What follows belongs to an exercise in optimizing a design on an open flow for small area; a production flow would make more cautious choices. RTL that was checked went through simulation tests only; none was proved equivalent to the original.

build 4:
==> flow/design.v (excerpt) <==
module sin_cos #(
    parameter int Width = 16
) (
    input  logic                    clk,
    input  logic                    rst,
    input  logic                    phase_valid,
    input  logic signed [Width-1:0] phase,
    output logic                    sin_cos_valid,
    output logic signed [Width-1:0] cos,
    output logic signed [Width-1:0] sin
);
export LEC_CHECK = 0
export CAP_MARGIN = 20
export CORE_MARGIN = 2
export CORE_UTILIZATION = 55
export CTS_CLUSTER_DIAMETER = 80
export CTS_CLUSTER_SIZE = 30
export SLEW_MARGIN = 20
create_clock -name core_clock -period 4.5 [get_ports {clk}]
run.sh (not shown) runs the stock make flow with config.mk's settings and CLKGATE_MAP_FILE= SYNTH_SCRIPT=/design/flow/synth_recipe.tcl, a recipe that flattens the netlist after the stock synthesis.
Build 4 completed; timing, DRC and antenna clean
For build 58, these inputs were changed with respect to build 4:
Settings: putting PLACE_DENSITY at 0.7 where nothing was set; swapping 55 for 62 in CORE_UTILIZATION; putting CTS_BUF_LIST at sky130_fd_sc_hd__clkbuf_8 sky130_fd_sc_hd__clkbuf_16 where nothing was set.
Results
Both conditions hold for build 58: the flow ran to the end and the final layout passed the timing, design-rule and antenna checks. Build 4 has completed all stages; timing, DRC and antenna checks passed. Summary of build 58 over build 4: non-filler instance count after layout dropped about 3%; portion of the layout cell area used by non-clock buffers dropped 0.54 points. Compared with build 4, in build 58 setup slack saw a decrease; count of non-CTS buffers in the layout saw a decrease.
For build 91, these inputs were changed with respect to build 58:
Settings: a change of CTS_CLUSTER_DIAMETER from 80 to 150; a change of CTS_CLUSTER_SIZE from 30 to 24; a deleted CTS_BUF_LIST that had been sky130_fd_sc_hd__clkbuf_8 sky130_fd_sc_hd__clkbuf_16.
Findings:
Build 91 vs. build 58: DRC violation total after the first TritonRoute iteration went up 7.1%; wire length now sits lower.
Per the comparison of build 91 with build 58, total count of max-transition violations in the final report closely matched the old numbers, design area dropped 160 sq um, post-CTS resize count now sits lower.
Looking at wire length on met1, build 91 sits 210 microns below build 58.
Proportion of cell area occupied by multi-input gates was lower in the run labelled build 58.
Setup changes, build 91 to build 36
Settings: a change of CTS_CLUSTER_DIAMETER from 150 to 200; a change of CTS_CLUSTER_SIZE from 24 to 18.
## What came out
Build 36: no failed stages, no open violations at the end. Taking build 91 as the reference point, the post-detailed-route via-to-cell ratio of build 36 rises by about 0.8%. | finished layout cell area | lower: build 91 |. Per the comparison of build 36 with build 91, fill cell instance count of the final layout moved down, worst hold slack now sits lower.

========
Setup of P:
Another version of the RTL of sin_cos (not shown whole).
For scale: roughly 2800 cells after synthesis, about 420 flip-flops, ~52 I/O pins.
export LEC_CHECK = 0
export CAP_MARGIN = 0
export CORE_MARGIN = 2
export CORE_UTILIZATION = 55
export CTS_CLUSTER_DIAMETER = 80
export CTS_CLUSTER_SIZE = 30
export SLEW_MARGIN = 0
create_clock -name core_clock -period 4.5 [get_ports {clk}]
P: done, clean on timing, DRC and antenna
Input-level comparison between Q and P:
Settings: swapping 0 for 20 in CAP_MARGIN; swapping 0 for 20 in SLEW_MARGIN.
[summary]
- Compared Q against P; height of the die within noise.
- Q -> P: design area delta 0, exact match
- Final worst-path setup slack essentially unchanged between Q and P.

========
Setup of north:
Another version of the RTL of sin_cos (not shown whole).
For scale: roughly 420 flip-flops, roughly 52 I/O pins.
==> flow/design.v (excerpt) <==
module sin_cos #(
    parameter int Width = 16
) (
    input  logic                    clk,
    input  logic                    rst,
    input  logic                    phase_valid,
    input  logic signed [Width-1:0] phase,
    output logic                    sin_cos_valid,
    output logic signed [Width-1:0] cos,
    output logic signed [Width-1:0] sin
);
==> flow/config.mk <==
export PLATFORM = sky130hd
export DESIGN_NAME = sin_cos
export DESIGN_NICKNAME = sin_cos
export VERILOG_FILES = /design/flow/design.v
export SDC_FILE = /design/flow/constraint.sdc
export NUM_CORES = 4
export LEC_CHECK = 0
export CAP_MARGIN = 20
export CORE_MARGIN = 2
export CORE_UTILIZATION = 55
export CTS_CLUSTER_DIAMETER = 60
export CTS_CLUSTER_SIZE = 20
export SLEW_MARGIN = 20
==> flow/constraint.sdc <==
create_clock -name core_clock -period 4.5 [get_ports {clk}]
set_input_delay 0.9000 -clock core_clock [delete_from_list [all_inputs] [get_ports {clk}]]
set_output_delay 0.9000 -clock core_clock [all_outputs]
set_load 0.01 [all_outputs]
### north -> south
# north
export LEC_CHECK = 0
export CAP_MARGIN = 20
export CORE_MARGIN = 2
export CORE_UTILIZATION = 55
export CTS_CLUSTER_DIAMETER = 60
export CTS_CLUSTER_SIZE = 20
export SLEW_MARGIN = 20
create_clock -name core_clock -period 4.5 [get_ports {clk}]
# south
export LEC_CHECK = 0
export CAP_MARGIN = 20
export CORE_MARGIN = 2
export CORE_UTILIZATION = 55
export CTS_CLUSTER_DIAMETER = 80
export CTS_CLUSTER_SIZE = 30
export SLEW_MARGIN = 20
create_clock -name core_clock -period 4.5 [get_ports {clk}]
--- outcome ---
- Per the final summary, south finished and its layout is clean on timing, DRC and antenna.
- north → south: clock-pin slew on the worst setup and hold paths moved up; area added between synthesis and finish moved down; total stage count of the critical path moved down; post-layout net count moved down.
- south reports a lower clock-buffer cell count than north does.
- Of the two values seen for beginning of the critical path, phase[1] was produced by north and phase[11] by south.

========
Another version of the RTL of sin_cos (not shown whole).
Size: roughly 0.027 mm^2 of cells after synthesis.
==> flow/config.mk <==
export PLATFORM = sky130hd
export DESIGN_NAME = sin_cos
export DESIGN_NICKNAME = sin_cos
export VERILOG_FILES = /design/flow/design.v
export SDC_FILE = /design/flow/constraint.sdc
export NUM_CORES = 4
export LEC_CHECK = 0
export CAP_MARGIN = 20
export CORE_MARGIN = 2
export CORE_UTILIZATION = 55
export CTS_CLUSTER_DIAMETER = 60
export CTS_CLUSTER_SIZE = 20
export SLEW_MARGIN = 20
==> flow/constraint.sdc <==
create_clock -name core_clock -period 4.5 [get_ports {clk}]
set_input_delay 0.9000 -clock core_clock [delete_from_list [all_inputs] [get_ports {clk}]]
set_output_delay 0.9000 -clock core_clock [all_outputs]
set_load 0.01 [all_outputs]
Change:
- CORE_UTILIZATION: 55 -> 70
- PLACE_DENSITY: unset -> 0.75
=>
- Now the flow ended with an error in global routing
- area after synthesis is unchanged
- synthesized cell count is unchanged
No functional check of the RTL was part of any run of this note.

========
RTL: one of the versions met above, not the one the previous note started from.
Size: roughly 2800 cells after synthesis, about 420 flip-flops, about 25000 sq um of cells after synthesis.
Settings: LEC_CHECK=0, CAP_MARGIN=20, CORE_MARGIN=2, CORE_UTILIZATION=62, CTS_CLUSTER_DIAMETER=80, CTS_CLUSTER_SIZE=30, PLACE_DENSITY=0.7, SLEW_MARGIN=20; clock period 4.5 ns.
Next try:
- CTS_CLUSTER_DIAMETER: 80 -> 100
- CTS_CLUSTER_SIZE: 30 -> 24
Hold slack barely changes.
Final cell count decreases slightly.
Worst setup slack degrades by 12 ps.
Count of clock-buffer cells in the layout decreases by 3.
Synthesized cell count stays the same.
Routed wire length is about the same.
Register-to-register slack is about the same.
Critical path depth increases by 1.
Non-clock buffer count decreases by 3.
Synthesized area stays the same.
First-iteration DRC count increases by roughly a tenth.

========
sin_cos, a different RTL version from the one above (not shown whole).
Size in the first run: ~2800 cells after synthesis, ~420 flip-flops, ~25000 um^2 of cells after synthesis.
Settings: LEC_CHECK=0, CAP_MARGIN=20, CORE_MARGIN=2, CORE_UTILIZATION=58, CTS_CLUSTER_DIAMETER=100, CTS_CLUSTER_SIZE=24, GPL_TIMING_DRIVEN=0, PLACE_DENSITY=0.65, SLEW_MARGIN=20; clock period 4.5 ns.
The first run finished but failed the layout checks on negative setup slack.
Rerun with:
Settings changed: CORE_UTILIZATION 58 to 62, PLACE_DENSITY 0.65 to 0.7.
What happened: The new run died in 5_1_grt on GRT-0232; area after synthesis does not change; synthesized cell count does not change.
Rerun with:
Settings changed: GPL_TIMING_DRIVEN 0 to default.
Effect: Now the flow completed with no timing, DRC or antenna violations; area after synthesis is unchanged; synthesized cell count does not change.
Rerun with:
Settings changed: GPL_ROUTABILITY_DRIVEN from default to 0.
The new run ran to the end with no violations.
Die area stays the same.
Clock-buffer cell count drops by 1.
Core utilization decreases by 0.49 points.
Hold slack stays flat.
Register-to-register slack is about the same.

==> re-timing with driven ports <==
The results above use ideal ports. As a check the final layouts listed here were re-extracted and re-timed, cells and wires unchanged.
Step 1 sets driving cells, clkbuf_16 on the clock port and buf_2 on the other inputs (assumed; they add their load-dependent delay and slew).
Step 2 adds t to the input delays and takes it off the output delays; t is the mean of the earliest and latest rising clock arrival at the registers after step 1. Input paths then give back, and output paths get back, about the clock's delay inside the block.
a / b / c = ideal ports / drivers / drivers and shift; a / b = the first two.
run | shift t [ns] | setup WS [ns] | latest minus earliest clock arrival (ns) | slew at the worst register clock pin (ns) | worst slew at a driven data input, ns
build 4 | 0.623 | 0.219 / 0.219 / -0.359 | 0.023 / 0.023 | 0.11 / 0.11 | 0.05
build 58 | 0.618 | 0.205 / 0.205 / -0.356 | 0.034 / 0.034 | 0.11 / 0.11 | 0.04
build 91 | 0.603 | 0.245 / 0.254 / -0.320 | 0.038 / 0.038 | 0.10 / 0.10 | 0.04
build 36 | 0.616 | 0.210 / 0.210 / -0.352 | 0.024 / 0.024 | 0.08 / 0.08 | 0.04
P | 0.617 | 0.113 / 0.147 / -0.470 | 0.025 / 0.024 | 0.10 / 0.10 | 0.05
Q | 0.617 | 0.113 / 0.147 / -0.470 | 0.025 / 0.024 | 0.10 / 0.10 | 0.05
north | 0.610 | 0.190 / 0.191 / -0.377 | 0.037 / 0.036 | 0.08 / 0.08 | 0.04
south | 0.619 | 0.181 / 0.221 / -0.396 | 0.033 / 0.033 | 0.11 / 0.11 | 0.04
the first run of note 4 | 0.649 | 0.136 / 0.180 / -0.468 | 0.017 / 0.017 | 0.08 / 0.08 | 0.04
the first run of note 5 | 0.617 | 0.205 / 0.205 / -0.355 | 0.035 / 0.035 | 0.11 / 0.11 | 0.04
the second run of note 5 | 0.599 | 0.193 / 0.193 / -0.325 | 0.043 / 0.044 | 0.10 / 0.10 | 0.04
the first run of note 6 | 0.603 | -0.027 / -0.027 / -0.394 | 0.025 / 0.025 | 0.10 / 0.10 | 0.04
the third run of note 6 | 0.590 | 0.178 / 0.178 / -0.377 | 0.028 / 0.028 | 0.10 / 0.10 | 0.03
the fourth run of note 6 | 0.599 | 0.152 / 0.190 / -0.408 | 0.016 / 0.016 | 0.10 / 0.10 | 0.04
With both steps, setup timing fails in 13 of these runs, where it was met with ideal ports. The setup slack of the first run of note 4, which loses most, moves by +0.044 ns with the drivers and by -0.604 ns with both steps.
